This is an optimization exercise on Yosys and OpenROAD, whose aim is small area, a short achievable clock period and few clock cycles per item, not a production implementation. Function was checked by simulation only, so behaviour that the tests miss may differ from the original.

File: design/flow/run.sh
#!/bin/bash
# synth_recipe.tcl (not shown) runs the flow's synth.tcl, then flattens the netlist and writes it again
# the make line also repeats each setting of config.mk as NAME=value (left out here)
make -C /OpenROAD-flow-scripts/flow DESIGN_CONFIG=/design/flow/config.mk WORK_HOME=/design/flow/orfs CLKGATE_MAP_FILE= SYNTH_SCRIPT=/design/flow/synth_recipe.tcl finish
File: design/flow/config.mk
export PLATFORM = sky130hd
export DESIGN_NAME = pot_pickup_cv_mixer
export DESIGN_NICKNAME = pot_pickup_cv_mixer
export VERILOG_FILES = /design/flow/design.v
export SDC_FILE = /design/flow/constraint.sdc
export NUM_CORES = 4
export LEC_CHECK = 0
export ABC_AREA = 1
export CAP_MARGIN = 20
export CORE_MARGIN = 2
export CORE_UTILIZATION = 40
export SLEW_MARGIN = 20
File: design/flow/constraint.sdc
create_clock -name core_clock -period 12.0 [get_ports {clk}]
set_input_delay 2.4000 -clock core_clock [delete_from_list [all_inputs] [get_ports {clk}]]
set_output_delay 2.4000 -clock core_clock [all_outputs]
set_load 0.01 [all_outputs]
File: design/flow/design.v
`timescale 1ns / 1ps
package ppcm_pkg;
	localparam int FS_BITS    = 12;
	localparam logic [FS_BITS-1:0] FS_MAX = '1;
	localparam int NUM_KNOBS   = 3;
	localparam int NUM_PRESETS = 32;
	localparam int KIND_W    = 2;
	localparam int PRESET_W  = 5;
	localparam int KNOB_W    = 2;
	localparam int VAL_W     = 8;
	localparam int DEPTH_W   = 7;
	localparam int MODE_W    = 2;
	localparam int CFG_W     = DEPTH_W;
	localparam int CFG_IDX_W = 2;
	localparam int MAX_DEPTH = 100;
	localparam logic [DEPTH_W-1:0] DEPTH_CAP = DEPTH_W'(MAX_DEPTH);
	localparam logic [KIND_W-1:0] KIND_SAMPLE = 2'd0;
	localparam logic [KIND_W-1:0] KIND_LOAD   = 2'd1;
	localparam logic [KIND_W-1:0] KIND_CLEAR  = 2'd2;
	localparam logic [MODE_W-1:0] CV_OFF = 2'd0;
	localparam logic [MODE_W-1:0] CV_UNI = 2'd1;
	localparam logic [MODE_W-1:0] CV_BI  = 2'd2;
	localparam logic [CFG_IDX_W-1:0] REG_CV_MODE   = 2'd0;
	localparam logic [CFG_IDX_W-1:0] REG_CV_TARGET = 2'd1;
	localparam logic [CFG_IDX_W-1:0] REG_CV_DEPTH  = 2'd2;
	function automatic logic [VAL_W-1:0] div_fs(input logic [19:0] m);
		logic [VAL_W:0] s;
		s = {1'b0, m[7:0]} + {1'b0, m[19:12]} + 9'd1;
		div_fs = m[19:12] + VAL_W'(&m[11:8] && s[VAL_W]);
	endfunction
	function automatic logic [VAL_W-1:0] scale_sel(input logic [VAL_W-1:0] q,
			input logic [VAL_W-1:0] lo, input logic [VAL_W-1:0] hi, input logic neg);
		logic [VAL_W-1:0] r;
		if (!neg) begin
			r = lo + q;
		end else if (q != '0) begin
			r = lo;
		end else begin
			r = hi;
		end
		scale_sel = r;
	endfunction
	function automatic logic [VAL_W-1:0] clamp_r(input logic signed [10:0] x,
			input logic [VAL_W-1:0] lo, input logic [VAL_W-1:0] hi);
		logic [VAL_W-1:0] res;
		if (x < $signed({3'b000, lo})) begin
			res = lo;
		end else if (x > $signed({3'b000, hi})) begin
			res = hi;
		end else begin
			res = x[VAL_W-1:0];
		end
		clamp_r = res;
	endfunction
	function automatic logic [19:0] div_step4(input logic [19:0] rq, input logic [VAL_W-1:0] dvs,
			input logic [VAL_W+1:0] d3);
		logic [VAL_W+1:0] t;
		logic [VAL_W+2:0] s1, s2, s3;
		logic             g1, g2, g3;
		logic [VAL_W-1:0] r;
		t  = rq[19:10];
		s1 = {1'b0, t} - {3'b000, dvs};
		s2 = {1'b0, t} - {2'b00, dvs, 1'b0};
		s3 = {1'b0, t} - {1'b0, d3};
		g1 = !s1[VAL_W+2];
		g2 = !s2[VAL_W+2];
		g3 = !s3[VAL_W+2];
		r  = (t[VAL_W-1:0] & {VAL_W{!g1}}) | (s1[VAL_W-1:0] & {VAL_W{g1 && !g2}})
			| (s2[VAL_W-1:0] & {VAL_W{g2 && !g3}}) | (s3[VAL_W-1:0] & {VAL_W{g3}});
		div_step4 = {r, rq[9:0], g2, g3 || (g1 && !g2)};
	endfunction
	function automatic logic [19:0] cv_k(input logic [6:0] d);
		logic [19:0] k;
		case (d)
			7'd0: k = 20'd0;
			7'd1: k = 20'd5243;
			7'd2: k = 20'd10486;
			7'd3: k = 20'd15729;
			7'd4: k = 20'd20972;
			7'd5: k = 20'd26215;
			7'd6: k = 20'd31458;
			7'd7: k = 20'd36701;
			7'd8: k = 20'd41944;
			7'd9: k = 20'd47186;
			7'd10: k = 20'd52429;
			7'd11: k = 20'd57672;
			7'd12: k = 20'd62915;
			7'd13: k = 20'd68158;
			7'd14: k = 20'd73401;
			7'd15: k = 20'd78644;
			7'd16: k = 20'd83887;
			7'd17: k = 20'd89129;
			7'd18: k = 20'd94372;
			7'd19: k = 20'd99615;
			7'd20: k = 20'd104858;
			7'd21: k = 20'd110101;
			7'd22: k = 20'd115344;
			7'd23: k = 20'd120587;
			7'd24: k = 20'd125830;
			7'd25: k = 20'd131072;
			7'd26: k = 20'd136315;
			7'd27: k = 20'd141558;
			7'd28: k = 20'd146801;
			7'd29: k = 20'd152044;
			7'd30: k = 20'd157287;
			7'd31: k = 20'd162530;
			7'd32: k = 20'd167773;
			7'd33: k = 20'd173016;
			7'd34: k = 20'd178258;
			7'd35: k = 20'd183501;
			7'd36: k = 20'd188744;
			7'd37: k = 20'd193987;
			7'd38: k = 20'd199230;
			7'd39: k = 20'd204473;
			7'd40: k = 20'd209716;
			7'd41: k = 20'd214959;
			7'd42: k = 20'd220201;
			7'd43: k = 20'd225444;
			7'd44: k = 20'd230687;
			7'd45: k = 20'd235930;
			7'd46: k = 20'd241173;
			7'd47: k = 20'd246416;
			7'd48: k = 20'd251659;
			7'd49: k = 20'd256902;
			7'd50: k = 20'd262144;
			7'd51: k = 20'd267387;
			7'd52: k = 20'd272630;
			7'd53: k = 20'd277873;
			7'd54: k = 20'd283116;
			7'd55: k = 20'd288359;
			7'd56: k = 20'd293602;
			7'd57: k = 20'd298845;
			7'd58: k = 20'd304088;
			7'd59: k = 20'd309330;
			7'd60: k = 20'd314573;
			7'd61: k = 20'd319816;
			7'd62: k = 20'd325059;
			7'd63: k = 20'd330302;
			7'd64: k = 20'd335545;
			7'd65: k = 20'd340788;
			7'd66: k = 20'd346031;
			7'd67: k = 20'd351273;
			7'd68: k = 20'd356516;
			7'd69: k = 20'd361759;
			7'd70: k = 20'd367002;
			7'd71: k = 20'd372245;
			7'd72: k = 20'd377488;
			7'd73: k = 20'd382731;
			7'd74: k = 20'd387974;
			7'd75: k = 20'd393216;
			7'd76: k = 20'd398459;
			7'd77: k = 20'd403702;
			7'd78: k = 20'd408945;
			7'd79: k = 20'd414188;
			7'd80: k = 20'd419431;
			7'd81: k = 20'd424674;
			7'd82: k = 20'd429917;
			7'd83: k = 20'd435160;
			7'd84: k = 20'd440402;
			7'd85: k = 20'd445645;
			7'd86: k = 20'd450888;
			7'd87: k = 20'd456131;
			7'd88: k = 20'd461374;
			7'd89: k = 20'd466617;
			7'd90: k = 20'd471860;
			7'd91: k = 20'd477103;
			7'd92: k = 20'd482345;
			7'd93: k = 20'd487588;
			7'd94: k = 20'd492831;
			7'd95: k = 20'd498074;
			7'd96: k = 20'd503317;
			7'd97: k = 20'd508560;
			7'd98: k = 20'd513803;
			7'd99: k = 20'd519046;
			7'd100: k = 20'd524288;
			default: k = 20'd0;
		endcase
		cv_k = k;
	endfunction
	function automatic logic [10:0] cv_h(input logic [6:0] d);
		logic [10:0] h;
		case (d)
			7'd0: h = 11'd0;
			7'd1: h = 11'd20;
			7'd2: h = 11'd40;
			7'd3: h = 11'd61;
			7'd4: h = 11'd81;
			7'd5: h = 11'd102;
			7'd6: h = 11'd122;
			7'd7: h = 11'd143;
			7'd8: h = 11'd163;
			7'd9: h = 11'd184;
			7'd10: h = 11'd204;
			7'd11: h = 11'd225;
			7'd12: h = 11'd245;
			7'd13: h = 11'd266;
			7'd14: h = 11'd286;
			7'd15: h = 11'd307;
			7'd16: h = 11'd327;
			7'd17: h = 11'd348;
			7'd18: h = 11'd368;
			7'd19: h = 11'd389;
			7'd20: h = 11'd409;
			7'd21: h = 11'd429;
			7'd22: h = 11'd450;
			7'd23: h = 11'd470;
			7'd24: h = 11'd491;
			7'd25: h = 11'd511;
			7'd26: h = 11'd532;
			7'd27: h = 11'd552;
			7'd28: h = 11'd573;
			7'd29: h = 11'd593;
			7'd30: h = 11'd614;
			7'd31: h = 11'd634;
			7'd32: h = 11'd655;
			7'd33: h = 11'd675;
			7'd34: h = 11'd696;
			7'd35: h = 11'd716;
			7'd36: h = 11'd737;
			7'd37: h = 11'd757;
			7'd38: h = 11'd778;
			7'd39: h = 11'd798;
			7'd40: h = 11'd819;
			7'd41: h = 11'd839;
			7'd42: h = 11'd859;
			7'd43: h = 11'd880;
			7'd44: h = 11'd900;
			7'd45: h = 11'd921;
			7'd46: h = 11'd941;
			7'd47: h = 11'd962;
			7'd48: h = 11'd982;
			7'd49: h = 11'd1003;
			7'd50: h = 11'd1023;
			7'd51: h = 11'd1044;
			7'd52: h = 11'd1064;
			7'd53: h = 11'd1085;
			7'd54: h = 11'd1105;
			7'd55: h = 11'd1126;
			7'd56: h = 11'd1146;
			7'd57: h = 11'd1167;
			7'd58: h = 11'd1187;
			7'd59: h = 11'd1208;
			7'd60: h = 11'd1228;
			7'd61: h = 11'd1248;
			7'd62: h = 11'd1269;
			7'd63: h = 11'd1289;
			7'd64: h = 11'd1310;
			7'd65: h = 11'd1330;
			7'd66: h = 11'd1351;
			7'd67: h = 11'd1371;
			7'd68: h = 11'd1392;
			7'd69: h = 11'd1412;
			7'd70: h = 11'd1433;
			7'd71: h = 11'd1453;
			7'd72: h = 11'd1474;
			7'd73: h = 11'd1494;
			7'd74: h = 11'd1515;
			7'd75: h = 11'd1535;
			7'd76: h = 11'd1556;
			7'd77: h = 11'd1576;
			7'd78: h = 11'd1597;
			7'd79: h = 11'd1617;
			7'd80: h = 11'd1638;
			7'd81: h = 11'd1658;
			7'd82: h = 11'd1678;
			7'd83: h = 11'd1699;
			7'd84: h = 11'd1719;
			7'd85: h = 11'd1740;
			7'd86: h = 11'd1760;
			7'd87: h = 11'd1781;
			7'd88: h = 11'd1801;
			7'd89: h = 11'd1822;
			7'd90: h = 11'd1842;
			7'd91: h = 11'd1863;
			7'd92: h = 11'd1883;
			7'd93: h = 11'd1904;
			7'd94: h = 11'd1924;
			7'd95: h = 11'd1945;
			7'd96: h = 11'd1965;
			7'd97: h = 11'd1986;
			7'd98: h = 11'd2006;
			7'd99: h = 11'd2027;
			7'd100: h = 11'd2047;
			default: h = 11'd0;
		endcase
		cv_h = h;
	endfunction
endpackage
`timescale 1ns / 1ps
module ppcm_ram (
	input  logic                          clk,
	input  logic                          we,
	input  logic [ppcm_pkg::PRESET_W-1:0] wp,
	input  logic [ppcm_pkg::KNOB_W-1:0]   wk,
	input  logic [ppcm_pkg::VAL_W-1:0]    wd,
	input  logic [ppcm_pkg::PRESET_W-1:0] rp,
	input  logic [ppcm_pkg::KNOB_W-1:0]   rk,
	output logic [ppcm_pkg::VAL_W-1:0]    rdata
);
	logic [ppcm_pkg::NUM_PRESETS-1:0][ppcm_pkg::NUM_KNOBS-1:0][ppcm_pkg::VAL_W-1:0] mem_q;
	always_ff @(posedge clk) begin
		for (int p = 0; p < ppcm_pkg::NUM_PRESETS; p++) begin
			for (int k = 0; k < ppcm_pkg::NUM_KNOBS; k++) begin
				if (we && wp == ppcm_pkg::PRESET_W'(p) && wk == ppcm_pkg::KNOB_W'(k)) begin
					mem_q[p][k] <= wd;
				end
			end
		end
	end
	always_comb begin
		rdata = '0;
		for (int p = 0; p < ppcm_pkg::NUM_PRESETS; p++) begin
			for (int k = 0; k < ppcm_pkg::NUM_KNOBS; k++) begin
				rdata = rdata | (mem_q[p][k]
					& {ppcm_pkg::VAL_W{rp == ppcm_pkg::PRESET_W'(p) && rk == ppcm_pkg::KNOB_W'(k)}});
			end
		end
	end
endmodule
`timescale 1ns / 1ps
module ppcm_lvl_div #(
	parameter int N = 1
) (
	input  logic [19:0]                   rq_i,
	input  logic [ppcm_pkg::VAL_W-1:0]    dvs,
	input  logic [ppcm_pkg::VAL_W+1:0]    d3,
	output logic [19:0]                   rq_o
);
	always_comb begin
		rq_o = rq_i;
		for (int i = 0; i < N; i++) begin
			rq_o = ppcm_pkg::div_step4(rq_o, dvs, d3);
		end
	end
endmodule
`timescale 1ns / 1ps
module pot_pickup_cv_mixer (
	input  logic                           clk,
	input  logic                           arst_n,
	input  logic                           in_valid,
	output logic                           in_ready,
	input  logic [ppcm_pkg::KIND_W-1:0]    in_kind,
	input  logic [ppcm_pkg::PRESET_W-1:0]  in_preset,
	input  logic [ppcm_pkg::KNOB_W-1:0]    in_knob,
	input  logic [ppcm_pkg::FS_BITS-1:0]   in_knob_reading,
	input  logic [ppcm_pkg::FS_BITS-1:0]   in_cv_reading,
	input  logic [ppcm_pkg::VAL_W-1:0]     in_range_low,
	input  logic [ppcm_pkg::VAL_W-1:0]     in_range_high,
	input  logic [ppcm_pkg::VAL_W-1:0]     in_load_value,
	output logic                           out_valid,
	input  logic                           out_ready,
	output logic [ppcm_pkg::FS_BITS-1:0]   out_drive_level,
	output logic [ppcm_pkg::VAL_W-1:0]     out_param_value,
	output logic                           out_picked_up,
	input  logic                           cfg_we,
	input  logic [ppcm_pkg::CFG_IDX_W-1:0] cfg_index,
	input  logic [ppcm_pkg::CFG_W-1:0]     cfg_data
);
	localparam int VW = ppcm_pkg::VAL_W;
	localparam int FW = ppcm_pkg::FS_BITS;
	localparam int PW = ppcm_pkg::PRESET_W;
	localparam int KW = ppcm_pkg::KNOB_W;
	localparam int NSK = 9;
	logic [NSK-1:0] skv_q;
	logic [NSK-1:0] en;
	logic [ppcm_pkg::MODE_W-1:0]  cv_mode_q;
	logic [KW-1:0]                cv_target_q;
	logic [ppcm_pkg::DEPTH_W-1:0] cv_depth_q;
	always_ff @(posedge clk or negedge arst_n) begin
		if (!arst_n) begin
			cv_mode_q   <= ppcm_pkg::CV_OFF;
			cv_target_q <= '0;
			cv_depth_q  <= '0;
		end else if (cfg_we) begin
			unique case (cfg_index)
				ppcm_pkg::REG_CV_MODE:   cv_mode_q   <= cfg_data[ppcm_pkg::MODE_W-1:0];
				ppcm_pkg::REG_CV_TARGET: cv_target_q <= cfg_data[KW-1:0];
				ppcm_pkg::REG_CV_DEPTH:  cv_depth_q  <= cfg_data;
				default: ;
			endcase
		end
	end
	logic [ppcm_pkg::DEPTH_W-1:0] dsat;
	logic [19:0] cvk_q;
	logic [10:0] cvh_q;
	logic        cvon_q;
	logic        m_uni_q, m_bi_q;
	always_comb begin
		dsat = (cv_depth_q > ppcm_pkg::DEPTH_CAP) ? ppcm_pkg::DEPTH_CAP : cv_depth_q;
	end
	always_ff @(posedge clk) begin
		cvk_q    <= ppcm_pkg::cv_k(dsat);
		cvh_q    <= ppcm_pkg::cv_h(dsat);
		cvon_q   <= cv_depth_q != '0;
		m_uni_q  <= cv_mode_q == ppcm_pkg::CV_UNI;
		m_bi_q   <= cv_mode_q == ppcm_pkg::CV_BI;
	end
	logic            a_v;
	logic [1:0]      a_kind;
	logic [PW-1:0]   a_preset;
	logic [KW-1:0]   a_knob;
	logic [FW-1:0]   a_rd, a_cvr;
	logic [VW-1:0]   a_lo, a_hi;
	assign in_ready = en[0];
	always_ff @(posedge clk or negedge arst_n) begin
		if (!arst_n) begin
			a_v <= 1'b0;
		end else if (en[1]) begin
			a_v <= in_valid;
		end
	end
	always_ff @(posedge clk) begin
		if (en[1]) begin
			a_kind   <= in_kind;
			a_preset <= in_preset;
			a_knob   <= in_knob;
			a_rd     <= (in_kind == ppcm_pkg::KIND_LOAD) ? FW'(in_load_value) : in_knob_reading;
			a_cvr    <= in_cv_reading;
			a_lo     <= in_range_low;
			a_hi     <= in_range_high;
		end
	end
	logic            a_neg;
	logic [VW-1:0]   a_span, a_span2, a_span3;
	logic [25:0]     a_pl, a_ph;
	always_comb begin
		a_neg  = a_hi < a_lo;
		a_span = a_neg ? a_lo - a_hi : a_hi - a_lo;
		a_span2 = a_neg ? VW'(~(a_hi - a_lo)) + 8'd1 : a_hi - a_lo;
		a_span3 = a_neg ? a_lo - a_hi : VW'(~(a_lo - a_hi)) + 8'd1;
		a_pl   = 26'(a_cvr[5:0]) * 26'(cvk_q);
		a_ph   = 26'(a_cvr[11:6]) * 26'(cvk_q);
	end
	logic            b_v;
	logic [1:0]      b_kind;
	logic            b_load, b_sample, b_clear, b_k3, b_cvsel, b_neg;
	logic [PW-1:0]   b_preset;
	logic [KW-1:0]   b_knob;
	always_comb begin
		b_load   = b_kind == ppcm_pkg::KIND_LOAD;
		b_sample = b_kind == ppcm_pkg::KIND_SAMPLE;
		b_clear  = b_kind == ppcm_pkg::KIND_CLEAR;
		b_k3     = b_knob == 2'd3;
		b_cvsel  = (b_knob == cv_target_q) && cvon_q;
	end
	logic [FW-1:0]   b_rd;
	logic [VW-1:0]   b_lo, b_hi, b_span, b_span2, b_span3;
	logic [19:0]     b_pl;
	logic [25:0]     b_ph;
	always_ff @(posedge clk or negedge arst_n) begin
		if (!arst_n) begin
			b_v <= 1'b0;
		end else if (en[2]) begin
			b_v <= a_v;
		end
	end
	always_ff @(posedge clk) begin
		if (en[2]) begin
			b_kind   <= a_kind;
			b_neg    <= a_neg;
			b_preset <= a_preset;
			b_knob   <= a_knob;
			b_rd     <= a_rd;
			b_lo     <= a_lo;
			b_hi     <= a_hi;
			b_span   <= a_span;
			b_span2  <= a_span2;
			b_span3  <= a_span3;
			b_pl     <= a_pl[25:6];
			b_ph     <= a_ph;
		end
	end
	logic [25:0]     b_sum;
	always_comb begin
		b_sum = 26'(b_pl) + b_ph;
	end
	logic            c_v;
	logic [1:0]      c_kind;
	logic            c_load, c_sample, c_clear, c_k3, c_cvsel, c_neg;
	logic [PW-1:0]   c_preset;
	logic [KW-1:0]   c_knob;
	always_comb begin
		c_load   = c_kind == ppcm_pkg::KIND_LOAD;
		c_sample = c_kind == ppcm_pkg::KIND_SAMPLE;
		c_clear  = c_kind == ppcm_pkg::KIND_CLEAR;
		c_k3     = c_knob == 2'd3;
		c_cvsel  = (c_knob == cv_target_q) && cvon_q;
	end
	logic [FW-1:0]   c_rd, c_c;
	logic [VW-1:0]   c_lo, c_hi, c_span, c_span2;
	logic [19:0]     c_mp, c_mh;
	always_ff @(posedge clk or negedge arst_n) begin
		if (!arst_n) begin
			c_v <= 1'b0;
		end else if (en[3]) begin
			c_v <= b_v;
		end
	end
	always_ff @(posedge clk) begin
		if (en[3]) begin
			c_kind   <= b_kind;
			c_neg    <= b_neg;
			c_preset <= b_preset;
			c_knob   <= b_knob;
			c_rd     <= b_rd;
			c_c      <= b_sum[24:13];
			c_lo     <= b_lo;
			c_hi     <= b_hi;
			c_span   <= b_span;
			c_span2  <= b_span2;
			c_mp     <= 20'(b_rd) * 20'(b_span3);
			c_mh     <= 20'(cvh_q) * 20'(b_span2);
		end
	end
	logic [VW-1:0]   c_qp, c_qh, c_p8;
	logic [FW:0]     c_uni;
	logic signed [FW+1:0] c_bi;
	logic [FW-1:0]   c_lvl;
	always_comb begin
		c_qp  = ppcm_pkg::div_fs(c_mp);
		c_qh  = ppcm_pkg::div_fs(c_mh);
		c_p8  = ppcm_pkg::scale_sel(c_qp, c_lo, c_hi, c_neg);
		c_uni = {1'b0, c_rd} + {1'b0, c_c};
		c_bi  = $signed({2'b00, c_rd}) + $signed({2'b00, c_c}) - $signed({3'b000, cvh_q});
		if (!c_cvsel) begin
			c_lvl = c_rd;
		end else if (m_uni_q) begin
			c_lvl = c_uni[FW] ? ppcm_pkg::FS_MAX : c_uni[FW-1:0];
		end else if (m_bi_q) begin
			if (c_bi < 0) begin
				c_lvl = '0;
			end else if (c_bi > $signed({2'b00, ppcm_pkg::FS_MAX})) begin
				c_lvl = ppcm_pkg::FS_MAX;
			end else begin
				c_lvl = c_bi[FW-1:0];
			end
		end else begin
			c_lvl = c_rd;
		end
	end
	logic            d_v;
	logic [1:0]      d_kind;
	logic            d_load, d_sample, d_clear, d_k3, d_cvsel, d_neg, d_lt2, d_hnz;
	logic [PW-1:0]   d_preset;
	logic [KW-1:0]   d_knob;
	always_comb begin
		d_load   = d_kind == ppcm_pkg::KIND_LOAD;
		d_sample = d_kind == ppcm_pkg::KIND_SAMPLE;
		d_clear  = d_kind == ppcm_pkg::KIND_CLEAR;
		d_k3     = d_knob == 2'd3;
		d_cvsel  = (d_knob == cv_target_q) && cvon_q;
	end
	logic [FW-1:0]   d_lvl;
	logic [VW-1:0]   d_lo, d_hi, d_span, d_p8v;
	logic            d_pz, d_hz;
	logic signed [VW+2:0] d_base;
	logic [19:0]     d_mc;
	always_ff @(posedge clk or negedge arst_n) begin
		if (!arst_n) begin
			d_v <= 1'b0;
		end else if (en[4]) begin
			d_v <= c_v;
		end
	end
	always_ff @(posedge clk) begin
		if (en[4]) begin
			d_kind   <= c_kind;
			d_neg    <= c_neg;
			d_lt2    <= {c_hi, 1'b0} < {1'b0, c_lo};
			d_hnz    <= c_hi != '0;
			d_preset <= c_preset;
			d_knob   <= c_knob;
			d_lvl    <= c_lvl;
			d_lo     <= c_lo;
			d_hi     <= c_hi;
			d_span   <= c_span;
			d_p8v    <= c_load ? c_rd[VW-1:0] : c_p8;
			d_pz     <= c_qp == '0;
			d_hz     <= c_qh == '0;
			if (m_uni_q) begin
				d_base <= $signed({3'b000, c_qp}) + $signed({3'b000, c_lo});
			end else if (m_bi_q) begin
				d_base <= $signed({3'b000, c_qp}) - $signed({3'b000, c_qh});
			end else begin
				d_base <= $signed({3'b000, c_qp});
			end
			d_mc     <= 20'(c_c) * 20'(c_span2);
		end
	end
	logic [VW-1:0]   d_qc;
	logic            d_cz, d_vlo;
	logic signed [VW+2:0] d_t;
	always_comb begin
		d_qc = ppcm_pkg::div_fs(d_mc);
		d_cz = d_qc == '0;
		if (m_uni_q) begin
			d_t   = d_base + $signed({3'b000, d_qc});
			d_vlo = d_pz && d_cz && d_lt2;
		end else if (m_bi_q) begin
			d_t   = d_base + $signed({3'b000, d_qc});
			if (d_cz == d_hz) begin
				d_vlo = d_pz;
			end else if (!d_cz) begin
				d_vlo = d_pz && d_lt2;
			end else begin
				d_vlo = d_pz || d_hnz;
			end
		end else begin
			d_t   = d_base;
			d_vlo = !d_pz;
		end
	end
	logic            e_v;
	logic [1:0]      e_kind;
	logic            e_load, e_sample, e_clear, e_k3, e_cvsel, e_neg;
	logic [PW-1:0]   e_preset;
	logic [KW-1:0]   e_knob;
	always_comb begin
		e_load   = e_kind == ppcm_pkg::KIND_LOAD;
		e_sample = e_kind == ppcm_pkg::KIND_SAMPLE;
		e_clear  = e_kind == ppcm_pkg::KIND_CLEAR;
		e_k3     = e_knob == 2'd3;
		e_cvsel  = (e_knob == cv_target_q) && cvon_q;
	end
	logic [FW-1:0]   e_lvl;
	logic [VW-1:0]   e_lo, e_vneg, e_span, e_p8v;
	logic signed [VW+2:0] e_t;
	always_ff @(posedge clk or negedge arst_n) begin
		if (!arst_n) begin
			e_v <= 1'b0;
		end else if (en[5]) begin
			e_v <= d_v;
		end
	end
	always_ff @(posedge clk) begin
		if (en[5]) begin
			e_kind   <= d_kind;
			e_neg    <= d_neg;
			e_preset <= d_preset;
			e_knob   <= d_knob;
			e_lvl    <= d_lvl;
			e_lo     <= d_lo;
			e_vneg   <= d_vlo ? d_lo : d_hi;
			e_span   <= d_span;
			e_p8v    <= d_p8v;
			e_t      <= d_t;
		end
	end
	logic [VW-1:0]   e_vcv, e_wd, e_srd;
	logic            e_fwd;
	always_comb begin
		if (e_neg) begin
			e_vcv = e_vneg;
		end else if (e_t < 0) begin
			e_vcv = e_lo;
		end else if (e_t > $signed({3'b000, e_span})) begin
			e_vcv = e_lo + e_span;
		end else begin
			e_vcv = e_lo + e_t[VW-1:0];
		end
		e_wd = (e_cvsel && !e_load) ? e_vcv : e_p8v;
	end
	logic            f_v;
	logic [1:0]      f_kind;
	logic            f_load, f_sample, f_clear, f_k3, f_cvsel, f_neg, f_fwd;
	logic [PW-1:0]   f_preset;
	logic [KW-1:0]   f_knob;
	always_comb begin
		f_load   = f_kind == ppcm_pkg::KIND_LOAD;
		f_sample = f_kind == ppcm_pkg::KIND_SAMPLE;
		f_clear  = f_kind == ppcm_pkg::KIND_CLEAR;
		f_k3     = f_knob == 2'd3;
		f_cvsel  = (f_knob == cv_target_q) && cvon_q;
	end
	logic [FW-1:0]   f_lvl;
	logic [VW-1:0]   f_lo, f_span, f_p8v, f_wd, f_srd;
	logic            w_we, l_we;
	logic [VW-1:0]   l_wd;
	logic [ppcm_pkg::NUM_KNOBS-1:0] flags_q;
	ppcm_ram u_ram (
		.clk   (clk),
		.we    (w_we && en[6]),
		.wp    (f_preset),
		.wk    (f_knob),
		.wd    (f_wd),
		.rp    (e_preset),
		.rk    (e_knob),
		.rdata (e_srd)
	);
	always_comb begin
		e_fwd = f_v && (f_preset == e_preset) && (f_knob == e_knob);
	end
	always_ff @(posedge clk or negedge arst_n) begin
		if (!arst_n) begin
			f_v <= 1'b0;
		end else if (en[6]) begin
			f_v <= e_v;
		end
	end
	always_ff @(posedge clk) begin
		if (en[6]) begin
			f_kind   <= e_kind;
			f_neg    <= e_neg;
			f_fwd    <= e_fwd;
			f_preset <= e_preset;
			f_knob   <= e_knob;
			f_lvl    <= e_lvl;
			f_lo     <= e_lo;
			f_span   <= e_span;
			f_p8v    <= e_p8v;
			f_wd     <= e_wd;
			f_srd    <= e_srd;
			l_we     <= w_we;
			l_wd     <= f_wd;
		end
	end
	logic [VW-1:0]   f_s, f_val, f_rem0;
	logic            f_hit, f_fk, f_usea, f_inr, f_useq, f_pu;
	logic signed [VW+1:0] f_n;
	logic [FW-1:0]   f_lvlx;
	logic [VW+1:0]   f_span3;
	always_comb begin
		f_s    = (f_fwd && l_we) ? l_wd : f_srd;
		f_hit  = f_p8v == f_s;
		unique case (f_knob)
			2'd0:    f_fk = flags_q[0];
			2'd1:    f_fk = flags_q[1];
			2'd2:    f_fk = flags_q[2];
			default: f_fk = 1'b0;
		endcase
		w_we   = f_v && !f_k3 && (f_load || (f_sample && (f_cvsel || f_fk)));
		f_usea = f_cvsel || f_fk || f_hit;
		f_val  = f_k3 ? '0 : (w_we ? f_wd : f_s);
		if (f_k3 || f_clear) begin
			f_pu = 1'b0;
		end else if (f_sample) begin
			f_pu = f_fk || f_hit;
		end else begin
			f_pu = f_fk;
		end
		f_n    = f_neg ? $signed({2'b00, f_lo}) - $signed({2'b00, f_s})
		               : $signed({2'b00, f_s}) - $signed({2'b00, f_lo});
		f_inr  = (f_n > 0) && (f_n <= $signed({2'b00, f_span}));
		f_rem0 = f_neg ? f_lo + ~f_s : f_s + ~f_lo;
		if (!f_sample || f_k3) begin
			f_lvlx = '0;
		end else if (f_usea) begin
			f_lvlx = f_lvl;
		end else if (f_n <= 0 || f_span == '0) begin
			f_lvlx = '0;
		end else begin
			f_lvlx = ppcm_pkg::FS_MAX;
		end
		f_useq  = f_sample && !f_k3 && !f_usea && f_inr;
		f_span3 = {2'b00, f_span} + {1'b0, f_span, 1'b0};
	end
	always_ff @(posedge clk or negedge arst_n) begin
		if (!arst_n) begin
			flags_q <= '0;
		end else if (en[6] && f_v) begin
			if (f_clear) begin
				flags_q <= '0;
			end else if (f_sample && !f_k3 && f_hit) begin
				flags_q[f_knob] <= 1'b1;
			end
		end
	end
	logic            g_v, g_pu;
	logic [19:0]     g_rq, g_rqn;
	logic [VW-1:0]   g_dvs, g_val;
	logic [VW+1:0]   g_d3;
	always_ff @(posedge clk or negedge arst_n) begin
		if (!arst_n) begin
			g_v <= 1'b0;
		end else if (en[7]) begin
			g_v <= f_v;
		end
	end
	always_ff @(posedge clk) begin
		if (en[7]) begin
			g_pu  <= f_pu;
			g_val <= f_val;
			g_rq  <= f_useq ? {f_rem0, 4'hF, ~f_rem0} : {8'd0, f_lvlx};
			g_dvs <= f_useq ? f_span : 8'd1;
			g_d3  <= f_useq ? f_span3 : 10'd3;
		end
	end
	ppcm_lvl_div #(.N(2)) u_div_g (
		.rq_i (g_rq),
		.dvs  (g_dvs),
		.d3   (g_d3),
		.rq_o (g_rqn)
	);
	logic            h_v, h_pu;
	logic [19:0]     h_rq, h_rqn;
	logic [VW-1:0]   h_dvs, h_val;
	logic [VW+1:0]   h_d3;
	always_ff @(posedge clk or negedge arst_n) begin
		if (!arst_n) begin
			h_v <= 1'b0;
		end else if (en[7]) begin
			h_v <= g_v;
		end
	end
	always_ff @(posedge clk) begin
		if (en[7]) begin
			h_pu  <= g_pu;
			h_val <= g_val;
			h_rq  <= g_rqn;
			h_dvs <= g_dvs;
			h_d3  <= g_d3;
		end
	end
	ppcm_lvl_div #(.N(2)) u_div_h (
		.rq_i (h_rq),
		.dvs  (h_dvs),
		.d3   (h_d3),
		.rq_o (h_rqn)
	);
	logic            i_v, i_pu;
	logic [19:0]     i_rq, i_rqn;
	logic [VW-1:0]   i_dvs, i_val;
	logic [VW+1:0]   i_d3;
	always_ff @(posedge clk or negedge arst_n) begin
		if (!arst_n) begin
			i_v <= 1'b0;
		end else if (en[8]) begin
			i_v <= h_v;
		end
	end
	always_ff @(posedge clk) begin
		if (en[8]) begin
			i_pu  <= h_pu;
			i_val <= h_val;
			i_rq  <= h_rqn;
			i_dvs <= h_dvs;
			i_d3  <= h_d3;
		end
	end
	ppcm_lvl_div #(.N(2)) u_div_i (
		.rq_i (i_rq),
		.dvs  (i_dvs),
		.d3   (i_d3),
		.rq_o (i_rqn)
	);
	logic            r_v;
	logic [FW+VW:0]  r_res;
	always_ff @(posedge clk or negedge arst_n) begin
		if (!arst_n) begin
			r_v <= 1'b0;
		end else if (en[8]) begin
			r_v <= i_v;
		end
	end
	always_ff @(posedge clk) begin
		if (en[8]) begin
			r_res <= {i_rqn[FW-1:0], i_val, i_pu};
		end
	end
	logic            o_v;
	logic [FW+VW:0]  o_d, sk_d;
	logic            push, o_free;
	always_comb begin
		en     = ~skv_q;
		push   = en[8] && r_v;
		o_free = !o_v || out_ready;
	end
	always_ff @(posedge clk or negedge arst_n) begin
		if (!arst_n) begin
			o_v <= 1'b0;
		end else if (o_free) begin
			o_v <= skv_q[8] || push;
		end
	end
	always_ff @(posedge clk or negedge arst_n) begin
		if (!arst_n) begin
			skv_q <= '0;
		end else begin
			for (int k = 0; k < NSK; k++) begin
				if (o_free) begin
					skv_q[k] <= 1'b0;
				end else if (!skv_q[k] && r_v) begin
					skv_q[k] <= 1'b1;
				end
			end
		end
	end
	always_ff @(posedge clk) begin
		if (en[8]) begin
			sk_d <= r_res;
		end
		if (o_free) begin
			o_d <= skv_q[8] ? sk_d : r_res;
		end
	end
	assign out_valid       = o_v;
	assign out_drive_level = o_d[FW+VW:VW+1];
	assign out_param_value = o_d[VW:1];
	assign out_picked_up   = o_d[0];
endmodule
==> results of run 1 <==
-- placed cells by master, fill, tap and decap left out, types with 32 or more instances in the layout --
| cell type | synthesis | final |
|---|---|---|
| sky130_fd_sc_hd__o211ai_1 | 35 | 35 |
| sky130_fd_sc_hd__a221oi_1 | 48 | 48 |
| sky130_fd_sc_hd__clkdlybuf4s50_1 | 0 | 92 |
| sky130_fd_sc_hd__fa_1 | 354 | 354 |
| sky130_fd_sc_hd__ha_1 | 516 | 516 |
| sky130_fd_sc_hd__clkbuf_16 | 0 | 166 |
| sky130_fd_sc_hd__inv_1 | 1253 | 1246 |
| sky130_fd_sc_hd__a211oi_1 | 32 | 32 |
| sky130_fd_sc_hd__clkinv_2 | 0 | 32 |
| sky130_fd_sc_hd__buf_4 | 13 | 108 |
| sky130_fd_sc_hd__nand2_1 | 2469 | 2469 |
| sky130_fd_sc_hd__nor3_1 | 104 | 85 |
| sky130_fd_sc_hd__xor2_1 | 160 | 160 |
| sky130_fd_sc_hd__nor2_2 | 39 | 44 |
| sky130_fd_sc_hd__edfxtp_1 | 1452 | 1452 |
| sky130_fd_sc_hd__inv_2 | 46 | 48 |
| sky130_fd_sc_hd__xnor2_1 | 60 | 60 |
| sky130_fd_sc_hd__nand4_1 | 158 | 158 |
| sky130_fd_sc_hd__o2111ai_1 | 55 | 55 |
| sky130_fd_sc_hd__dfrtp_1 | 34 | 34 |
| sky130_fd_sc_hd__o21ai_0 | 219 | 219 |
| sky130_fd_sc_hd__nand3_1 | 383 | 383 |
| sky130_fd_sc_hd__dfxtp_1 | 33 | 33 |
| sky130_fd_sc_hd__clkbuf_1 | 125 | 34 |
| sky130_fd_sc_hd__nor2_1 | 512 | 506 |
| sky130_fd_sc_hd__or2_2 | 45 | 45 |
| sky130_fd_sc_hd__a21oi_1 | 371 | 371 |
-- cell families (layout without fill, tap and decap cells) --
kind of cell    Yosys count  count (layout)
flops                  1519            1519
compound gates          955             955
other cells               0               3
simple gates           3820            3820
mux                       2               2
xor+xnor                221             221
fa+ha+maj               870             870
buf+inv                1517            1817
-- cell type report --
class                      instances  share of cell area, %
clock buffer                     205                   4.41
inverter                        1307                   4.99
sequential                      1519                   45.8
tap                             2958                   3.75
timing repair buffer             204                   1.80
clock inverter                   101                   1.22
antenna                            3                0.00761
multi-input combinational       5868                   38.1
-- metal layers --
layer	track usage (%)	vias up	wire length, um
li1	-	30000	-
met1	32.6	31800	113000
met2	39.8	2917	128000
met3	4.29	587	23500
met4	10.9	2	14000
met5	0	-	13
-- worst paths after layout --
kind	startpoint	to	slack, ps	depth (start not counted)
worst max-delay path	c_span2[2]	d_mc[13]	7110	17
worst min register to register	g_val[1]	h_val[1]	370	0
min in group asynchronous	arst_n	cv_depth_q[4]	1500	1
max in group asynchronous	arst_n	flags_q[2]	9930	2
worst max register to register	c_span2[2]	d_mc[13]	7110	17
worst min-delay path	g_val[1]	h_val[1]	370	0
-- sequential cells by signal (all words and copies together) (netlist names), 12 cells and up --
signal       count
a_cvr           12
a_rd            12
b_ph            25
b_pl            20
b_rd            12
c_c             12
c_mh            19
c_mp            20
c_rd            12
cvk_q           19
d_lvl           12
d_mc            20
e_lvl           12
f_lvl           12
g_rq            20
h_rq            20
i_rq            20
o_d             21
r_res           21
sk_d            21
u_ram.mem_q    768
-- worst register-to-register path, delay by kind of cell, from the launching register on --
family,cells,cell delay (ps)
AO/OA/AOI/OAI,4,1090
flip-flops,1,600
XOR/XNOR,1,120
AND/OR/NAND/NOR,4,370
adder cells (fa/ha/maj),5,2270
buffers and inverters,3,180
-- per-stage QoR --
step / hold WS, ps / std cells / cell area (um2) / setup WS (ps)
floorplan: 400 / 8904 / 88400 / 7590
global placement: 401 / 11900 / 92900 / 7080
detailed placement: 405 / 11900 / 93000 / 7130
CTS: 371 / 12200 / 98600 / 7120
global route: 378 / 12200 / 98600 / 6870
finish: 371 / 12200 / 98600 / 7110
==> flow_metrics.py, run 1 <==
metrics = {
    "logic_synthesis": {
        "synthTopCellsByCount": "2469 x sky130_fd_sc_hd__nand2_1, 1452 x sky130_fd_sc_hd__edfxtp_1, 1253 x sky130_fd_sc_hd__inv_1",
        "postSynthCellCount": 8904,
        "synth_cell_types": 71,
        "synth-async-reset-ratio_pct": 2.24,
        "synth_top_flop_cell": "sky130_fd_sc_hd__edfxtp_1",
        "leading_cell_types_by_total_area_after_synthesis": "sky130_fd_sc_hd__edfxtp_1 49%, sky130_fd_sc_hd__nand2_1 10%, sky130_fd_sc_hd__fa_1 8.0%",
        "synth_simple_gate_area_share_pct": 18.1,
        "synthesis.yosys.warnings": 3,
        "yosysSeqAreaShare_pct": 51.0,
        "synth_fa_ha_area_share_pct": 15.3,
        "synth.largest_area_cell": "sky130_fd_sc_hd__edfxtp_1",
        "synth_edf_count": 1452,
        "syn_area_um2": 88400,
        "fraction_of_the_mapped_netlist_area_in_compound_gates_pct": 6.63,
        "yosys.area_share.xor_xnor_pct": 2.20,
        "synth-seq-cells": 1519,
        "yosysMostFrequentCell": "sky130_fd_sc_hd__nand2_1",
        "synth_fp_nets": 9845,
        "post_synth_mux_area_share_pct": 0.0226,
        "avgSynthCellArea_um2": 9.93,
        "synth.top_cell.area_share_pct": 49.3,
        "largest_family_of_logic_cells_by_synthesized_area": "simple AND/OR/NAND/NOR gates",
    },
    "global_route": {
        "grt_pass1_vias": 64300,
        "grt.total_usage_pct": 24.7,
        "globalRouteOverflowTotal": 0,
        "pin_count_of_the_biggest_net_entering_global_routing": 85,
        "grt_pass1_wl_um": 413000,
        "grt_antenna_before_repair": 6,
    },
    "die": {
        "die-area_um2": 225000,
        "io-pin-count": 94,
        "initial_utilization_pct": 40.2,
        "floorplan.die.width_um": 474,
        "core_um2": 220000,
        "die_height_um": 474,
        "num_rows": 172,
    },
    "worst_hold_path": {
        "hold_class": "reg2reg",
    },
    "clocking": {
        "inserted_clock_buffers": 166,
        "clkSlewWorstSetupHoldPaths_ps": 70,
        "cts_resized": 0,
        "max-clock-path-buffers": 3,
        "cts_hold_buf": 0,
        "cts-root-buf": "sky130_fd_sc_hd__clkbuf_16",
        "postCtsSetupBuffers": 0,
        "tritoncts_clock_tree": "done",
        "clk-insertion-delay-late_ps": 870,
        "htree_levels": 4,
        "cts.sink_count": 1519,
    },
    "detailed_routing": {
        "drcViolationCount": 0,
        "route.final.wire_length_um": 278000,
        "dr.pass1.iters": 9,
        "routedWlPerCell_um": 22.9,
        "dr.first_iter.drc_count": 7843,
        "antenna_left": 0,
        "via_per_inst": 5.37,
        "num_vias": 65400,
    },
    "finish": {
        "fillers": 20600,
        "multiInputGateArea_um2": 37500,
        "final-seq-area_um2": 45100,
        "final_net_count": 10000,
        "final_core_util_pct": 44.9,
        "drive_above_1_share_pct": 6.41,
        "layout_overhead_on_the_synthesized_area_pct": 11.5,
    },
    "critical_path": {
        "critical_path.startpoint_type": "flip-flop",
        "worst_path_dominant_cell_family": "adder cells",
        "cpMaxStageDelayCell": "sky130_fd_sc_hd__edfxtp_1",
        "cp_data_required_time_ps": 12560,
        "critPathMostFrequentCell": "sky130_fd_sc_hd__fa_1",
        "crit_path_max_fanout": 12,
        "crit_buf_inv": 3,
        "worstPathCellList": "nand2_1 > inv_1 > fa_1 > fa_1 > inv_1 > fa_1 > inv_1 > fa_1 > ha_1 > nand2_1 > o21ai_0 > a21boi_0 > o21ai_0 > a21oi_1 > nor2_1 > nor2_1 > xnor2_1",
        "arrival_ps": 5450,
        "worst_path_largest_cell_delay_ps": 600,
        "worst-setup-path-type": "reg2reg",
        "cp-end-kind": "flip-flop",
    },
    "timing": {
        "finalCritPeriodShare_pct": 40.7,
        "final_hold_violating_endpoints": 0,
        "max_slew.worst_pin.slew_ps": 1210,
        "fmax_mhz": 205,
        "grt_setup_unrepaired": "false",
        "fin_skew_ps": 93.4,
        "timing.max_slew.rel_slack_pct": 18.8,
        "min_period_ps": 4890,
        "setup-violations-final": 0,
        "drv_slew": 0,
        "totalNegativeSetupSlack_ps": 0,
    },
    "placed_design": {
        "post_detail_place_hpwl_um": 205000,
        "gp_routability_congestion": 0.995,
        "number_of_port_buffers": 93,
    },
    "flow_run": {
        "max-cap-violations": 0,
    },
    "status": {
        "outcome": "complete, no violations",
    },
}
Testbench counts, summed over its fixed seeds: cycles 14,424, items 13,686.
==> run 2: changes to the inputs <==
--- a/design/flow/design.v
+++ b/design/flow/design.v
@@ -423,3 +423,3 @@
 	logic            a_neg;
-	logic [VW-1:0]   a_span, a_span2, a_span3;
+	logic [VW-1:0]   a_span;
 	logic [25:0]     a_pl, a_ph;
@@ -428,4 +428,2 @@
 		a_span = a_neg ? a_lo - a_hi : a_hi - a_lo;
-		a_span2 = a_neg ? VW'(~(a_hi - a_lo)) + 8'd1 : a_hi - a_lo;
-		a_span3 = a_neg ? a_lo - a_hi : VW'(~(a_lo - a_hi)) + 8'd1;
 		a_pl   = 26'(a_cvr[5:0]) * 26'(cvk_q);
@@ -446,3 +444,3 @@
 	logic [FW-1:0]   b_rd;
-	logic [VW-1:0]   b_lo, b_hi, b_span, b_span2, b_span3;
+	logic [VW-1:0]   b_lo, b_hi, b_span;
 	logic [19:0]     b_pl;
@@ -466,4 +464,2 @@
 			b_span   <= a_span;
-			b_span2  <= a_span2;
-			b_span3  <= a_span3;
 			b_pl     <= a_pl[25:6];
@@ -489,4 +485,5 @@
 	logic [FW-1:0]   c_rd, c_c;
-	logic [VW-1:0]   c_lo, c_hi, c_span, c_span2;
-	logic [19:0]     c_mp, c_mh;
+	logic [VW-1:0]   c_lo, c_hi, c_span;
+	logic [15:0]     c_mpl, c_mph;
+	logic [14:0]     c_mhl, c_mhh;
 	always_ff @(posedge clk or negedge arst_n) begin
@@ -509,8 +506,9 @@
 			c_span   <= b_span;
-			c_span2  <= b_span2;
-			c_mp     <= 20'(b_rd) * 20'(b_span3);
-			c_mh     <= 20'(cvh_q) * 20'(b_span2);
+			c_mpl    <= 16'(b_rd) * 16'(b_span[3:0]);
+			c_mph    <= 16'(b_rd) * 16'(b_span[7:4]);
+			c_mhl    <= 15'(cvh_q) * 15'(b_span[3:0]);
+			c_mhh    <= 15'(cvh_q) * 15'(b_span[7:4]);
 		end
 	end
-	logic [VW-1:0]   c_qp, c_qh, c_p8;
+	logic [VW-1:0]   c_qp, c_qh;
 	logic [FW:0]     c_uni;
@@ -519,5 +517,4 @@
 	always_comb begin
-		c_qp  = ppcm_pkg::div_fs(c_mp);
-		c_qh  = ppcm_pkg::div_fs(c_mh);
-		c_p8  = ppcm_pkg::scale_sel(c_qp, c_lo, c_hi, c_neg);
+		c_qp  = ppcm_pkg::div_fs(20'(c_mpl) + {c_mph, 4'd0});
+		c_qh  = ppcm_pkg::div_fs(20'(c_mhl) + {1'b0, c_mhh, 4'd0});
 		c_uni = {1'b0, c_rd} + {1'b0, c_c};
@@ -553,6 +550,4 @@
 	logic [FW-1:0]   d_lvl;
-	logic [VW-1:0]   d_lo, d_hi, d_span, d_p8v;
-	logic            d_pz, d_hz;
-	logic signed [VW+2:0] d_base;
-	logic [19:0]     d_mc;
+	logic [VW-1:0]   d_lo, d_hi, d_span, d_ldv, d_qp, d_qh;
+	logic [15:0]     d_mcl, d_mch;
 	always_ff @(posedge clk or negedge arst_n) begin
@@ -576,36 +571,7 @@
 			d_span   <= c_span;
-			d_p8v    <= c_load ? c_rd[VW-1:0] : c_p8;
-			d_pz     <= c_qp == '0;
-			d_hz     <= c_qh == '0;
-			if (m_uni_q) begin
-				d_base <= $signed({3'b000, c_qp}) + $signed({3'b000, c_lo});
-			end else if (m_bi_q) begin
-				d_base <= $signed({3'b000, c_qp}) - $signed({3'b000, c_qh});
-			end else begin
-				d_base <= $signed({3'b000, c_qp});
-			end
-			d_mc     <= 20'(c_c) * 20'(c_span2);
-		end
-	end
-	logic [VW-1:0]   d_qc;
-	logic            d_cz, d_vlo;
-	logic signed [VW+2:0] d_t;
-	always_comb begin
-		d_qc = ppcm_pkg::div_fs(d_mc);
-		d_cz = d_qc == '0;
-		if (m_uni_q) begin
-			d_t   = d_base + $signed({3'b000, d_qc});
-			d_vlo = d_pz && d_cz && d_lt2;
-		end else if (m_bi_q) begin
-			d_t   = d_base + $signed({3'b000, d_qc});
-			if (d_cz == d_hz) begin
-				d_vlo = d_pz;
-			end else if (!d_cz) begin
-				d_vlo = d_pz && d_lt2;
-			end else begin
-				d_vlo = d_pz || d_hnz;
-			end
-		end else begin
-			d_t   = d_base;
-			d_vlo = !d_pz;
+			d_ldv    <= c_rd[VW-1:0];
+			d_qp     <= c_qp;
+			d_qh     <= c_qh;
+			d_mcl    <= 16'(c_c) * 16'(c_span[3:0]);
+			d_mch    <= 16'(c_c) * 16'(c_span[7:4]);
 		end
@@ -614,3 +580,3 @@
 	logic [1:0]      e_kind;
-	logic            e_load, e_sample, e_clear, e_k3, e_cvsel, e_neg;
+	logic            e_load, e_sample, e_clear, e_k3, e_cvsel, e_neg, e_lt2, e_hnz;
 	logic [PW-1:0]   e_preset;
@@ -625,4 +591,3 @@
 	logic [FW-1:0]   e_lvl;
-	logic [VW-1:0]   e_lo, e_vneg, e_span, e_p8v;
-	logic signed [VW+2:0] e_t;
+	logic [VW-1:0]   e_lo, e_hi, e_span, e_p8v, e_qp, e_qh, e_qc;
 	always_ff @(posedge clk or negedge arst_n) begin
@@ -638,2 +603,4 @@
 			e_neg    <= d_neg;
+			e_lt2    <= d_lt2;
+			e_hnz    <= d_hnz;
 			e_preset <= d_preset;
@@ -642,21 +609,82 @@
 			e_lo     <= d_lo;
-			e_vneg   <= d_vlo ? d_lo : d_hi;
+			e_hi     <= d_hi;
 			e_span   <= d_span;
-			e_p8v    <= d_p8v;
-			e_t      <= d_t;
+			e_p8v    <= d_load ? d_ldv : ppcm_pkg::scale_sel(d_qp, d_lo, d_hi, d_neg);
+			e_qp     <= d_qp;
+			e_qh     <= d_qh;
+			e_qc     <= ppcm_pkg::div_fs(20'(d_mcl) + {d_mch, 4'd0});
 		end
 	end
-	logic [VW-1:0]   e_vcv, e_wd, e_srd;
-	logic            e_fwd;
+	logic            e_pz, e_cz, e_hz, e_vlo;
+	logic signed [VW+2:0] e_t;
 	always_comb begin
-		if (e_neg) begin
-			e_vcv = e_vneg;
-		end else if (e_t < 0) begin
-			e_vcv = e_lo;
-		end else if (e_t > $signed({3'b000, e_span})) begin
-			e_vcv = e_lo + e_span;
+		e_pz = e_qp == '0;
+		e_cz = e_qc == '0;
+		e_hz = e_qh == '0;
+		if (m_uni_q) begin
+			e_t   = $signed({3'b000, e_qp}) + $signed({3'b000, e_qc}) + $signed({3'b000, e_lo});
+			e_vlo = e_pz && e_cz && e_lt2;
+		end else if (m_bi_q) begin
+			e_t   = $signed({3'b000, e_qp}) + $signed({3'b000, e_qc}) - $signed({3'b000, e_qh});
+			if (e_cz == e_hz) begin
+				e_vlo = e_pz;
+			end else if (!e_cz) begin
+				e_vlo = e_pz && e_lt2;
+			end else begin
+				e_vlo = e_pz || e_hnz;
+			end
 		end else begin
-			e_vcv = e_lo + e_t[VW-1:0];
+			e_t   = $signed({3'b000, e_qp});
+			e_vlo = !e_pz;
 		end
-		e_wd = (e_cvsel && !e_load) ? e_vcv : e_p8v;
+	end
+	logic            x_v;
+	logic [1:0]      x_kind;
+	logic            x_load, x_sample, x_clear, x_k3, x_cvsel, x_neg;
+	logic [PW-1:0]   x_preset;
+	logic [KW-1:0]   x_knob;
+	always_comb begin
+		x_load   = x_kind == ppcm_pkg::KIND_LOAD;
+		x_sample = x_kind == ppcm_pkg::KIND_SAMPLE;
+		x_clear  = x_kind == ppcm_pkg::KIND_CLEAR;
+		x_k3     = x_knob == 2'd3;
+		x_cvsel  = (x_knob == cv_target_q) && cvon_q;
+	end
+	logic [FW-1:0]   x_lvl;
+	logic [VW-1:0]   x_lo, x_vneg, x_span, x_p8v;
+	logic signed [VW+2:0] x_t;
+	always_ff @(posedge clk or negedge arst_n) begin
+		if (!arst_n) begin
+			x_v <= 1'b0;
+		end else if (en[5]) begin
+			x_v <= e_v;
+		end
+	end
+	always_ff @(posedge clk) begin
+		if (en[5]) begin
+			x_kind   <= e_kind;
+			x_neg    <= e_neg;
+			x_preset <= e_preset;
+			x_knob   <= e_knob;
+			x_lvl    <= e_lvl;
+			x_lo     <= e_lo;
+			x_vneg   <= e_vlo ? e_lo : e_hi;
+			x_span   <= e_span;
+			x_p8v    <= e_p8v;
+			x_t      <= e_t;
+		end
+	end
+	logic [VW-1:0]   x_vcv, x_wd, x_srd;
+	logic            x_fwd;
+	always_comb begin
+		if (x_neg) begin
+			x_vcv = x_vneg;
+		end else if (x_t < 0) begin
+			x_vcv = x_lo;
+		end else if (x_t > $signed({3'b000, x_span})) begin
+			x_vcv = x_lo + x_span;
+		end else begin
+			x_vcv = x_lo + x_t[VW-1:0];
+		end
+		x_wd = (x_cvsel && !x_load) ? x_vcv : x_p8v;
 	end
@@ -685,8 +713,8 @@
 		.wd    (f_wd),
-		.rp    (e_preset),
-		.rk    (e_knob),
-		.rdata (e_srd)
+		.rp    (x_preset),
+		.rk    (x_knob),
+		.rdata (x_srd)
 	);
 	always_comb begin
-		e_fwd = f_v && (f_preset == e_preset) && (f_knob == e_knob);
+		x_fwd = f_v && (f_preset == x_preset) && (f_knob == x_knob);
 	end
@@ -696,3 +724,3 @@
 		end else if (en[6]) begin
-			f_v <= e_v;
+			f_v <= x_v;
 		end
@@ -701,13 +729,13 @@
 		if (en[6]) begin
-			f_kind   <= e_kind;
-			f_neg    <= e_neg;
-			f_fwd    <= e_fwd;
-			f_preset <= e_preset;
-			f_knob   <= e_knob;
-			f_lvl    <= e_lvl;
-			f_lo     <= e_lo;
-			f_span   <= e_span;
-			f_p8v    <= e_p8v;
-			f_wd     <= e_wd;
-			f_srd    <= e_srd;
+			f_kind   <= x_kind;
+			f_neg    <= x_neg;
+			f_fwd    <= x_fwd;
+			f_preset <= x_preset;
+			f_knob   <= x_knob;
+			f_lvl    <= x_lvl;
+			f_lo     <= x_lo;
+			f_span   <= x_span;
+			f_p8v    <= x_p8v;
+			f_wd     <= x_wd;
+			f_srd    <= x_srd;
 			l_we     <= w_we;
@@ -847,13 +875,5 @@
 	logic [FW+VW:0]  r_res;
-	always_ff @(posedge clk or negedge arst_n) begin
-		if (!arst_n) begin
-			r_v <= 1'b0;
-		end else if (en[8]) begin
-			r_v <= i_v;
-		end
-	end
-	always_ff @(posedge clk) begin
-		if (en[8]) begin
-			r_res <= {i_rqn[FW-1:0], i_val, i_pu};
-		end
+	always_comb begin
+		r_v   = i_v;
+		r_res = {i_rqn[FW-1:0], i_val, i_pu};
 	end
--- a/design/flow/config.mk
+++ b/design/flow/config.mk
@@ -10,3 +10,3 @@
 export CORE_MARGIN = 2
-export CORE_UTILIZATION = 40
+export CORE_UTILIZATION = 55
 export SLEW_MARGIN = 20
==> run 2 against run 1 <==
Still clean. Hold slack improved by 33 ps. Utilization increased by 16 points. Cell count down 3.3%. Critical path depth up 4. Via count is 4.1% higher. Critical endpoint is now i_rq[16]. Non-clock buffer count shrank 21. Die area shrank 25%. Setup slack gained 68 ps.
==> flow_metrics.py, run 2 <==
metrics = {
    "detailed_routing": {
        "num_vias": 68100,
        "dr.first_iter.drc_count": 7911,
        "dr.pass1.iters": 23,
        "drcViolationCount": 0,
        "route.final.wire_length_um": 277000,
        "routedWlPerCell_um": 23.6,
        "antenna_left": 0,
        "via_per_inst": 5.79,
    },
    "logic_synthesis": {
        "postSynthCellCount": 9292,
        "synth_simple_gate_area_share_pct": 17.8,
        "largest_family_of_logic_cells_by_synthesized_area": "simple AND/OR/NAND/NOR gates",
        "synthesis.yosys.warnings": 3,
        "synth.largest_area_cell": "sky130_fd_sc_hd__edfxtp_1",
        "synthTopCellsByCount": "2554 x sky130_fd_sc_hd__nand2_1, 1529 x sky130_fd_sc_hd__edfxtp_1, 1289 x sky130_fd_sc_hd__inv_1",
        "avgSynthCellArea_um2": 9.83,
        "yosysMostFrequentCell": "sky130_fd_sc_hd__nand2_1",
        "synth.top_cell.area_share_pct": 50.3,
        "yosys.area_share.xor_xnor_pct": 2.37,
        "syn_area_um2": 91300,
        "synth_edf_count": 1529,
        "synth_cell_types": 72,
        "yosysSeqAreaShare_pct": 51.9,
        "synth-async-reset-ratio_pct": 2.13,
        "synth-seq-cells": 1596,
        "synth_top_flop_cell": "sky130_fd_sc_hd__edfxtp_1",
        "fraction_of_the_mapped_netlist_area_in_compound_gates_pct": 7.38,
        "post_synth_mux_area_share_pct": 0.0219,
        "synth_fa_ha_area_share_pct": 14.2,
        "leading_cell_types_by_total_area_after_synthesis": "sky130_fd_sc_hd__edfxtp_1 50%, sky130_fd_sc_hd__nand2_1 10%, sky130_fd_sc_hd__ha_1 7.6%",
        "synth_fp_nets": 10200,
    },
    "placed_design": {
        "number_of_port_buffers": 93,
        "placement.cell_area_um2": 94800,
        "place.detailed.instances": 11500,
        "post_detail_place_hpwl_um": 203000,
        "gp_routability_congestion": 0.977,
        "pre_cts_ws_ps": 7200,
    },
    "timing": {
        "totalNegativeSetupSlack_ps": 0,
        "final_hold_violating_endpoints": 0,
        "layout_setup_ws_ps": 7180,
        "hold_ws_ps": 405,
        "max_slew.worst_pin.slew_ps": 1310,
        "timing.max_slew.rel_slack_pct": 12.3,
        "min_period_ps": 4820,
        "drv_slew": 0,
        "grt_setup_unrepaired": "false",
        "setup-violations-final": 0,
        "fin_skew_ps": 36.7,
        "finalCritPeriodShare_pct": 40.2,
        "fmax_mhz": 207,
    },
    "die": {
        "die_height_um": 411,
        "die-area_um2": 169000,
        "num_rows": 149,
        "floorplan.die.width_um": 411,
        "initial_utilization_pct": 55.3,
        "core_um2": 165000,
        "io-pin-count": 94,
    },
    "worst_hold_path": {
        "hold_class": "reg2reg",
        "hold_depth": 0,
    },
    "critical_path": {
        "cp-end-kind": "flip-flop",
        "worstRegToRegCells": 21,
        "worst-setup-path-type": "reg2reg",
        "arrival_ps": 5390,
        "critical_path.startpoint_type": "flip-flop",
        "cp_data_required_time_ps": 12570,
        "crit_path_max_fanout": 7,
    },
    "finish": {
        "layout.cells.most_common_list": "2553 x sky130_fd_sc_hd__nand2_1, 1529 x sky130_fd_sc_hd__edfxtp_1, 1278 x sky130_fd_sc_hd__inv_1, 628 x sky130_fd_sc_hd__nor2_1, 556 x sky130_fd_sc_hd__ha_1",
        "largest_register": "u_ram.mem_q",
        "drive_above_1_share_pct": 4.75,
        "reg.largest.list": "u_ram.mem_q: 768 flops, b_ph: 25 flops",
        "layout.cells.most_common": "sky130_fd_sc_hd__nand2_1",
        "final_net_count": 10400,
        "final_cell_count_no_fill": 11800,
        "layout_overhead_on_the_synthesized_area_pct": 9.93,
        "largest_register_ffs": 768,
        "finish.instance_area_um2": 100000,
        "fillers": 14000,
    },
    "clocking": {
        "clk-insertion-delay-late_ps": 840,
        "cts_resized": 0,
        "tritoncts_clock_tree": "done",
        "inserted_clock_buffers": 168,
        "cts_hold_buf": 0,
        "max-clock-path-buffers": 3,
        "postCtsSetupBuffers": 0,
        "htree_levels": 4,
        "cts-root-buf": "sky130_fd_sc_hd__clkbuf_16",
        "clkSlewWorstSetupHoldPaths_ps": 60,
        "cts.sink_count": 1596,
    },
    "global_route": {
        "grt_pass1_vias": 65600,
        "globalRouteOverflowTotal": 0,
        "grt_antenna_before_repair": 9,
        "pin_count_of_the_biggest_net_entering_global_routing": 88,
        "grt.total_usage_pct": 32.9,
        "grt_pass1_wl_um": 412000,
    },
    "flow_run": {
        "max-cap-violations": 0,
    },
    "status": {
        "outcome": "complete, no violations",
    },
}
==> run 2: cell types whose count changed after synthesis, sizes merged, moves of 39 or more <==
cell    previous run  this run
nor2             560       659
edfxtp          1452      1529
a21oi            376       447
nand2           2490      2559
o21ai            238       304
fa               354       300
nand3            395       446
nor3             110        63
ha               516       556
nand4            161       122
==> run 2: cells by family after synthesis <==
family / after synthesis
compound gates: 1123
xor+xnor: 247
fa+ha+maj: 856
buf+inv: 1506
flops: 1596
mux: 2
simple gates: 3962
==> run 2: routing by layer <==
layer	track usage, %	vias up	part of all wire (%)
met4	14.3	2	4.9
li1	-	31500	-
met5	0	-	0.0047
met1	44.0	32700	40
met2	52.3	3222	46
met3	6.46	673	9.7
==> run 2: path summary, 6_finish.rpt <==
kind	startpoint	end	slack, ps
min in group asynchronous	arst_n	o_v	1660
worst min-delay path	e_preset[0]	x_preset[0]	400
worst min register to register	e_preset[0]	x_preset[0]	400
worst max-delay path	h_dvs[0]	i_rq[16]	7180
worst max register to register	h_dvs[0]	i_rq[16]	7180
max in group asynchronous	arst_n	cv_depth_q[0]	9850
==> run 2: per-stage QoR <==
step	util [%]
finish	60.8
global route	60.8
CTS	60.8
detailed placement	57.5
global placement	57.5
floorplan	-
==> run 2: final cells by class <==
cell class                 count  area [um2]  share of cell area (%)
tap                         2189        2740                    2.73
sequential                  1596       47400                    47.2
clock buffer                 209        4460                    4.44
inverter                    1304        4910                    4.89
timing repair buffer         183        1610                    1.61
clock inverter                88        1010                    1.01
antenna                        5        12.5                  0.0125
multi-input combinational   6190       38200                    38.1
==> run 2: worst max-delay path, stage by stage (launching register included) <==
cell	delay [ps]
sky130_fd_sc_hd__edfxtp_1	490
sky130_fd_sc_hd__ha_1	250
sky130_fd_sc_hd__inv_1	110
sky130_fd_sc_hd__fa_1	470
sky130_fd_sc_hd__nand3_1	120
sky130_fd_sc_hd__nand3_1	240
sky130_fd_sc_hd__nor2_1	500
sky130_fd_sc_hd__inv_1	70
sky130_fd_sc_hd__o21ai_0	600
sky130_fd_sc_hd__ha_1	420
sky130_fd_sc_hd__nand2_1	80
sky130_fd_sc_hd__nand2_1	70
sky130_fd_sc_hd__nand2_1	60
sky130_fd_sc_hd__nand3_1	110
sky130_fd_sc_hd__nand2_1	90
sky130_fd_sc_hd__nand2_1	50
sky130_fd_sc_hd__a21oi_1	170
sky130_fd_sc_hd__nand4_1	130
sky130_fd_sc_hd__nor2_2	250
sky130_fd_sc_hd__nor2_4	90
sky130_fd_sc_hd__nand2_1	80
sky130_fd_sc_hd__nand3_1	80
Testbench counts of run 2, summed over its fixed seeds: cycles 14,424, items 13,686.

[static timing again, ports no longer ideal]
In the flow no input, the clock included, has a driving cell. The finished layouts below were timed again as built, in two steps. Step 1 (the two cells are an assumption about what drives the block):
set clk [get_ports {clk}]
set_driving_cell -lib_cell sky130_fd_sc_hd__clkbuf_16 $clk
set_driving_cell -lib_cell sky130_fd_sc_hd__buf_2 [delete_from_list [all_inputs] $clk]
Step 2 moves the port delays by t, midway between the first and last clock arrival at a register: inputs arrive t later, outputs are due t later. That takes back most of the time a late clock gives input paths. Slacks: no drivers / after step 1 / after step 2; pairs: no drivers / after step 1.
run | shift t [ns] | slack for setup (ns) | hold WS [ns] | worst register clock-pin slew, ns | worst data-port slew with drivers (ns)
run 1 | 0.904 | 7.110 / 7.110 / 7.110 | 0.371 / 0.371 / 0.371 | 0.07 / 0.07 | 0.10
run 2 | 0.903 | 7.178 / 7.178 / 7.178 | 0.405 / 0.405 / 0.405 | 0.07 / 0.07 | 0.04
After both steps setup and hold are still met in every run listed.
